This is an optimization exercise on Yosys and OpenROAD, whose aim is small area, not a production implementation. Function was checked by simulation only, so behaviour that the tests miss may differ from the original. Power is estimated from default activity; no workload was simulated.

// running_mean_stddev
module running_mean_stddev #(
    parameter int MAX_COUNT   = 65536,
    parameter int FRAC_BITS   = 16
) (
    input  logic        aclk,
    input  logic        aresetn,
    input  logic        s_axis_tvalid,
    output logic        s_axis_tready,
    input  logic [15:0] s_axis_tdata,    
    input  logic        s_axis_tlast,
    output logic        m_axis_tvalid,
    input  logic        m_axis_tready,
    output logic [87:0] m_axis_tdata,    
    input  logic        psel,
    input  logic        penable,
    input  logic        pwrite,
    input  logic [1:0]  paddr,
    input  logic [31:0] pwdata,
    output logic [31:0] prdata,
    output logic        pready
);
Size: ~2100 cells after synthesis, about 21000 µm² of cells after synthesis.
clock: 11.0 ns
lec_check: 0
cap_margin: 20
core_margin: 2
core_utilization: 60
slew_margin: 20
standard.sh (not shown) runs the stock make flow with config.mk's settings and CLKGATE_MAP_FILE= SYNTH_SCRIPT=/design/flow/synth_recipe.tcl, a recipe that flattens the netlist after the stock synthesis.
==> flow/flow/run.sh <==
#!/bin/bash
# The standard layout (standard.sh) with three changes:
#  - after the standard synthesis, flow/invopt.py removes inverters around the
#    full adders (a full adder is self-dual; registers and other cells stay);
#  - each port's buffer is the smallest buffer cell (every port still gets its
#    own buffer);
#  - clock tree synthesis inserts no dummy loads.
# Logs here: synth_make.log, invopt.log, flow_make.log; each tool's full log
# is under orfs/logs/.
set -euo pipefail
RES="$PWD/orfs/results/$FLOW_PLATFORM/running_mean_stddev/base"
bash standard.sh "$RES/1_2_yosys.v" > synth_make.log 2>&1
cp "$RES/1_2_yosys.v" "$RES/1_2_yosys.std.v"
python3 flow/invopt.py "$RES/1_2_yosys.std.v" "$RES/1_2_yosys.opt.v" > invopt.log 2>&1
cp "$RES/1_2_yosys.opt.v" "$RES/1_2_yosys.v"
export BUFFER_PORTS_ARGS="-buffer_cell sky130_fd_sc_hd__buf_1"
export CTS_ARGS="-sink_clustering_enable -repair_clock_nets -dont_use_dummy_load -buf_list sky130_fd_sc_hd__clkbuf_8 -sink_clustering_size 20 -sink_clustering_max_diameter 60"
bash standard.sh finish > flow_make.log 2>&1
Other scripts of this flow, unchanged in this note and not shown: flow/flow/invopt.py
==> next run, changes <==
--- a/flow/flow/run.sh
+++ b/flow/flow/run.sh
@@ -17 +17 @@
-export CTS_ARGS="-sink_clustering_enable -repair_clock_nets -dont_use_dummy_load -buf_list sky130_fd_sc_hd__clkbuf_8 -sink_clustering_size 20 -sink_clustering_max_diameter 60"
+export CTS_ARGS="-sink_clustering_enable -repair_clock_nets -dont_use_dummy_load -buf_list sky130_fd_sc_hd__clkbuf_8 -sink_clustering_size 16 -sink_clustering_max_diameter 50"
CORE_UTILIZATION = 40   (was 60)
Result: The new run ran to the end with no violations. Hold slack degrades by 0.025 ns. Clock skew hardly moves. Utilization came out lower by 21 points. Non-clock buffer count came out lower by 6. Synthesized cell count does not change. Power came out higher slightly. Register-to-register slack improves by 0.17 ns. Final area came out higher slightly. Combinational power stays flat. Global-route usage came out lower by 9.5 points. Wire length came out higher by a few percent.
==> next run, changes <==
--- a/flow/flow/run.sh
+++ b/flow/flow/run.sh
@@ -17 +17 @@
-export CTS_ARGS="-sink_clustering_enable -repair_clock_nets -dont_use_dummy_load -buf_list sky130_fd_sc_hd__clkbuf_8 -sink_clustering_size 16 -sink_clustering_max_diameter 50"
+export CTS_ARGS="-sink_clustering_enable -repair_clock_nets -dont_use_dummy_load -buf_list sky130_fd_sc_hd__clkbuf_8 -sink_clustering_size 18 -sink_clustering_max_diameter 60"
=> Synthesized area stays the same. Clock power drops by 5.4%. Wire length is higher by 0.33%. Power is lower by 0.74%. Global-route usage barely changes.


## exp/xenon
running_mean_stddev, a different RTL version from the one above (not shown whole).
Size: roughly 180 I/O pins, roughly 20,000 um^2 of cells after synthesis.
Settings: LEC_CHECK=0, CAP_MARGIN=20, CORE_MARGIN=2, CORE_UTILIZATION=40, SLEW_MARGIN=20; clock period 11.0 ns.
==> flow/flow/run.sh <==
#!/bin/bash
# The standard layout (standard.sh) with these changes:
#  - after the standard synthesis, flow/invopt.py removes inverters around the
#    full adders (a full adder is self-dual) and merges gate+inverter pairs
#    into complement gates; then flow/reabc.py has Yosys map the
#    combinational cells again with the synthesis's ABC command but the ABC
#    script flow/abc_reabc.script (two syn2/dch/nf rounds, then ORFS's
#    buffering and sizing), while
#    registers, full/half adders and tie cells stay as they are;
#  - each port's buffer is the smallest buffer cell (every port still gets its
#    own buffer);
#  - the constant outputs share one tie cell per value (no tie fanout repair);
#  - clock tree synthesis inserts no dummy loads and uses clkbuf_8 with
#    clusters of at most 17 sinks.
# Logs here: synth_make.log, invopt.log, reabc.log, flow_make.log; each
# tool's full log is under orfs/logs/.
set -euo pipefail
RES="$PWD/orfs/results/$FLOW_PLATFORM/running_mean_stddev/base"
LOGS="$PWD/orfs/logs/$FLOW_PLATFORM/running_mean_stddev/base"
YOSYS="$FLOW_HOME/../tools/install/yosys/bin/yosys"
bash standard.sh "$RES/1_2_yosys.v" > synth_make.log 2>&1
cp "$RES/1_2_yosys.v" "$RES/1_2_yosys.std.v"
python3 flow/invopt.py "$RES/1_2_yosys.std.v" "$RES/1_2_yosys.inv.v" > invopt.log 2>&1
python3 flow/reabc.py --script flow/abc_reabc.script "$LOGS/1_2_yosys.log" "$RES/1_2_yosys.inv.v" "$RES/1_2_yosys.abc.v" "$FLOW_TOP" > reabc.ys
"$YOSYS" -s reabc.ys > reabc.log 2>&1
cp "$RES/1_2_yosys.abc.v" "$RES/1_2_yosys.v"
export SKIP_REPAIR_TIE_FANOUT=1
export BUFFER_PORTS_ARGS="-buffer_cell sky130_fd_sc_hd__buf_1"
export CTS_ARGS="-sink_clustering_enable -repair_clock_nets -dont_use_dummy_load -buf_list sky130_fd_sc_hd__clkbuf_8 -sink_clustering_size 17 -sink_clustering_max_diameter 55"
bash standard.sh finish > flow_make.log 2>&1
==> flow/flow/abc_reabc.script <==
&get -n
&st
&syn2
&dch
&nf
&st
&syn2
&dch
&nf
&put
buffer -c
topo
stime -c
upsize -c
dnsize -c
==> flow/flow/reabc.py <==
#!/usr/bin/env python3
"""Write a Yosys script that maps a gate netlist's combinational cells again
with the same ABC command the standard synthesis ran (its script, liberty,
dont-use list, driver/load constraints and period, read from the synthesis
log), while every register, full adder, half adder and tie cell stays as it is
(a black box); then tie cells and pass-through buffers go in as in ORFS's
synthesis.

With --script FILE that ABC script replaces the synthesis's one.

usage: reabc.py [--script FILE] SYNTH_LOG IN.v OUT.v TOP > script.ys
"""
import re
import shlex
import sys

argv = sys.argv[1:]
script = None
if argv and argv[0] == "--script":
    script = argv[1]
    argv = argv[2:]
log, src, dst, top = argv[:4]
abc_cmd = None
for line in open(log):
    if line.startswith("abc -script "):
        abc_cmd = line.strip()
if abc_cmd is None:
    sys.exit("no abc command in " + log)
args = shlex.split(abc_cmd)
if script is not None:
    import os
    args[args.index("-script") + 1] = os.path.abspath(script)
    abc_cmd = " ".join(shlex.quote(a) for a in args)
libs = [args[i + 1] for i, a in enumerate(args) if a == "-liberty"]
used = set(re.findall(r"\b(sky130_fd_sc_hd__\w+)\s+\S+\s*\(", open(src).read()))
keep = sorted(c for c in used if re.search(r"__(df|edf|sdf|dl|fa_|ha_|conb)", c))
for lib in libs:
    print(f"read_liberty -ignore_miss_func {lib}")
for c in keep:
    print(f"setattr -mod -set blackbox 1 {c}")
print(f"read_verilog {src}")
print(f"hierarchy -check -top {top}")
print("flatten")
print("opt_clean -purge")
print(abc_cmd)
print("splitnets")
print("opt_clean -purge")
print("hilomap -singleton -hicell sky130_fd_sc_hd__conb_1 HI -locell sky130_fd_sc_hd__conb_1 LO")
print("insbuf -buf sky130_fd_sc_hd__buf_4 A X")
print("opt_clean -purge")
print(f"write_verilog -noattr -nohex -nodec {dst}")
Other scripts of this flow, unchanged in this note and not shown: flow/flow/invopt.py
The flow did not stop early for exp/xenon: all stages ran, and the layout cleared the timing, DRC and antenna checks.
--- input diff exp/xenon..exp/harbor ---
--- a/flow/flow/run.sh
+++ b/flow/flow/run.sh
@@ -13,3 +13,3 @@
 #  - clock tree synthesis inserts no dummy loads and uses clkbuf_8 with
-#    clusters of at most 17 sinks.
+#    clusters of at most 18 sinks.
 # Logs here: synth_make.log, invopt.log, reabc.log, flow_make.log; each
@@ -28,3 +28,3 @@
 export BUFFER_PORTS_ARGS="-buffer_cell sky130_fd_sc_hd__buf_1"
-export CTS_ARGS="-sink_clustering_enable -repair_clock_nets -dont_use_dummy_load -buf_list sky130_fd_sc_hd__clkbuf_8 -sink_clustering_size 17 -sink_clustering_max_diameter 55"
+export CTS_ARGS="-sink_clustering_enable -repair_clock_nets -dont_use_dummy_load -buf_list sky130_fd_sc_hd__clkbuf_8 -sink_clustering_size 18 -sink_clustering_max_diameter 60"
 bash standard.sh finish > flow_make.log 2>&1
[summary]
In exp/harbor, the largest fanout on the critical path came out 1 above the value in exp/xenon. Row clock share of power: exp/harbor lower / exp/xenon higher. On residual antenna-violating net count after detailed routing, exp/xenon and exp/harbor are basically level. The data required time at the worst endpoint in exp/harbor was higher than what exp/xenon gave. exp/xenon was larger in final cell area than exp/harbor. Compared with exp/xenon, exp/harbor shows a higher number of fillers in the final layout.
[inputs] exp/raven vs exp/harbor
--- a/flow/flow/run.sh
+++ b/flow/flow/run.sh
@@ -13,3 +13,3 @@
 #  - clock tree synthesis inserts no dummy loads and uses clkbuf_8 with
-#    clusters of at most 18 sinks.
+#    clusters of at most 16 sinks.
 # Logs here: synth_make.log, invopt.log, reabc.log, flow_make.log; each
@@ -28,3 +28,3 @@
 export BUFFER_PORTS_ARGS="-buffer_cell sky130_fd_sc_hd__buf_1"
-export CTS_ARGS="-sink_clustering_enable -repair_clock_nets -dont_use_dummy_load -buf_list sky130_fd_sc_hd__clkbuf_8 -sink_clustering_size 18 -sink_clustering_max_diameter 60"
+export CTS_ARGS="-sink_clustering_enable -repair_clock_nets -dont_use_dummy_load -buf_list sky130_fd_sc_hd__clkbuf_8 -sink_clustering_size 16 -sink_clustering_max_diameter 50"
 bash standard.sh finish > flow_make.log 2>&1
==> comparison <==
- Comparing exp/harbor and exp/raven, the higher power share of the clock group is on exp/raven.
- According to the power report, total power for exp/raven is higher than for exp/harbor.
- Compared exp/raven vs exp/harbor, and final setup slack of the worst path is up in exp/raven.
- The filler cell count was comparable across exp/harbor and exp/raven.
- Final non-filler cell area came out higher on exp/raven than on exp/harbor.
- The first-pass detailed-route iteration total in exp/raven sits 1 above the value recorded for exp/harbor.
- There was hardly any difference in die area between exp/raven and exp/harbor.
- exp/raven -> exp/harbor: wire length flat
- When exp/raven is set beside exp/harbor, its growth of design area from synthesis to finish turns out to be 0.58 points larger.
- Diff exp/harbor..exp/raven | reported max-cap violation count | unchanged
#### Input delta (exp/quartz over exp/raven)
--- a/flow/flow/run.sh
+++ b/flow/flow/run.sh
@@ -5,5 +5,3 @@
 #    into complement gates; then flow/reabc.py has Yosys map the
-#    combinational cells again with the synthesis's ABC command but the ABC
-#    script flow/abc_reabc.script (two syn2/dch/nf rounds, then ORFS's
-#    buffering and sizing), while
+#    combinational cells again with the synthesis's own ABC command, while
 #    registers, full/half adders and tie cells stay as they are;
@@ -13,3 +11,3 @@
 #  - clock tree synthesis inserts no dummy loads and uses clkbuf_8 with
-#    clusters of at most 16 sinks.
+#    clusters of at most 18 sinks.
 # Logs here: synth_make.log, invopt.log, reabc.log, flow_make.log; each
@@ -23,3 +21,3 @@
 python3 flow/invopt.py "$RES/1_2_yosys.std.v" "$RES/1_2_yosys.inv.v" > invopt.log 2>&1
-python3 flow/reabc.py --script flow/abc_reabc.script "$LOGS/1_2_yosys.log" "$RES/1_2_yosys.inv.v" "$RES/1_2_yosys.abc.v" "$FLOW_TOP" > reabc.ys
+python3 flow/reabc.py "$LOGS/1_2_yosys.log" "$RES/1_2_yosys.inv.v" "$RES/1_2_yosys.abc.v" "$FLOW_TOP" > reabc.ys
 "$YOSYS" -s reabc.ys > reabc.log 2>&1
@@ -28,3 +26,3 @@
 export BUFFER_PORTS_ARGS="-buffer_cell sky130_fd_sc_hd__buf_1"
-export CTS_ARGS="-sink_clustering_enable -repair_clock_nets -dont_use_dummy_load -buf_list sky130_fd_sc_hd__clkbuf_8 -sink_clustering_size 16 -sink_clustering_max_diameter 50"
+export CTS_ARGS="-sink_clustering_enable -repair_clock_nets -dont_use_dummy_load -buf_list sky130_fd_sc_hd__clkbuf_8 -sink_clustering_size 18 -sink_clustering_max_diameter 60"
 bash standard.sh finish > flow_make.log 2>&1
--- a/flow/flow/reabc.py
+++ b/flow/flow/reabc.py
@@ -8,5 +8,3 @@
 
-With --script FILE that ABC script replaces the synthesis's one.
-
-usage: reabc.py [--script FILE] SYNTH_LOG IN.v OUT.v TOP > script.ys
+usage: reabc.py SYNTH_LOG IN.v OUT.v TOP > script.ys
 """
@@ -16,8 +14,3 @@
 
-argv = sys.argv[1:]
-script = None
-if argv and argv[0] == "--script":
-    script = argv[1]
-    argv = argv[2:]
-log, src, dst, top = argv[:4]
+log, src, dst, top = sys.argv[1:5]
 abc_cmd = None
@@ -29,6 +22,2 @@
 args = shlex.split(abc_cmd)
-if script is not None:
-    import os
-    args[args.index("-script") + 1] = os.path.abspath(script)
-    abc_cmd = " ".join(shlex.quote(a) for a in args)
 libs = [args[i + 1] for i, a in enumerate(args) if a == "-liberty"]
removed: flow/flow/abc_reabc.script
Findings:
Re die outline area: exp/raven was lower than exp/quartz.
[exp/quartz vs exp/raven] number of clock buffers in the layout: lower in exp/quartz
Worst slack on hold paths came out lower on exp/quartz than on exp/raven.
Delta (exp/quartz minus exp/raven): total power of the final layout decreased about 3%, number of fill cells in the layout moved up, number of stages on the worst setup path moved down, final area has remained practically unchanged, clock-pin slew on the worst setup and hold paths picked up an extra 0.02 ns.

-- afterwards: timing with drivers on the ports --
The flow's constraints put no driver on any port. The routed layouts listed below were extracted and timed again, unchanged, in two steps.
Step 1 assumes that a clkbuf_16 drives the clock port and a buf_2 every other input.
Step 2 moves the port delays by t, midway between the first and last clock arrival at a register: inputs arrive t later, outputs are due t later. That takes back most of the time a late clock gives input paths.
Slacks: ideal ports / drivers / drivers and shift; pairs: ideal ports / drivers.
run | t, ns | setup WS [ns] | slew at the worst register clock pin (ns)
the first run of note 1 | 0.601 | 0.358 / 0.383 / -0.218 | 0.12 / 0.12
the second run of note 1 | 0.637 | 0.265 / 0.294 / -0.343 | 0.10 / 0.10
the third run of note 1 | 0.629 | 0.247 / 0.275 / -0.353 | 0.11 / 0.11
exp/xenon | 0.630 | 0.282 / 0.310 / -0.320 | 0.10 / 0.10
exp/harbor | 0.675 | 0.264 / 0.294 / -0.382 | 0.12 / 0.12
exp/raven | 0.640 | 0.272 / 0.302 / -0.338 | 0.10 / 0.10
exp/quartz | 0.669 | 0.513 / 0.527 / -0.142 | 0.11 / 0.11
Met with ideal ports but missed after step 2: setup timing in every run listed. For exp/quartz, which loses most, drivers alone change the setup slack by +0.014 ns; drivers and shift together by -0.655 ns.
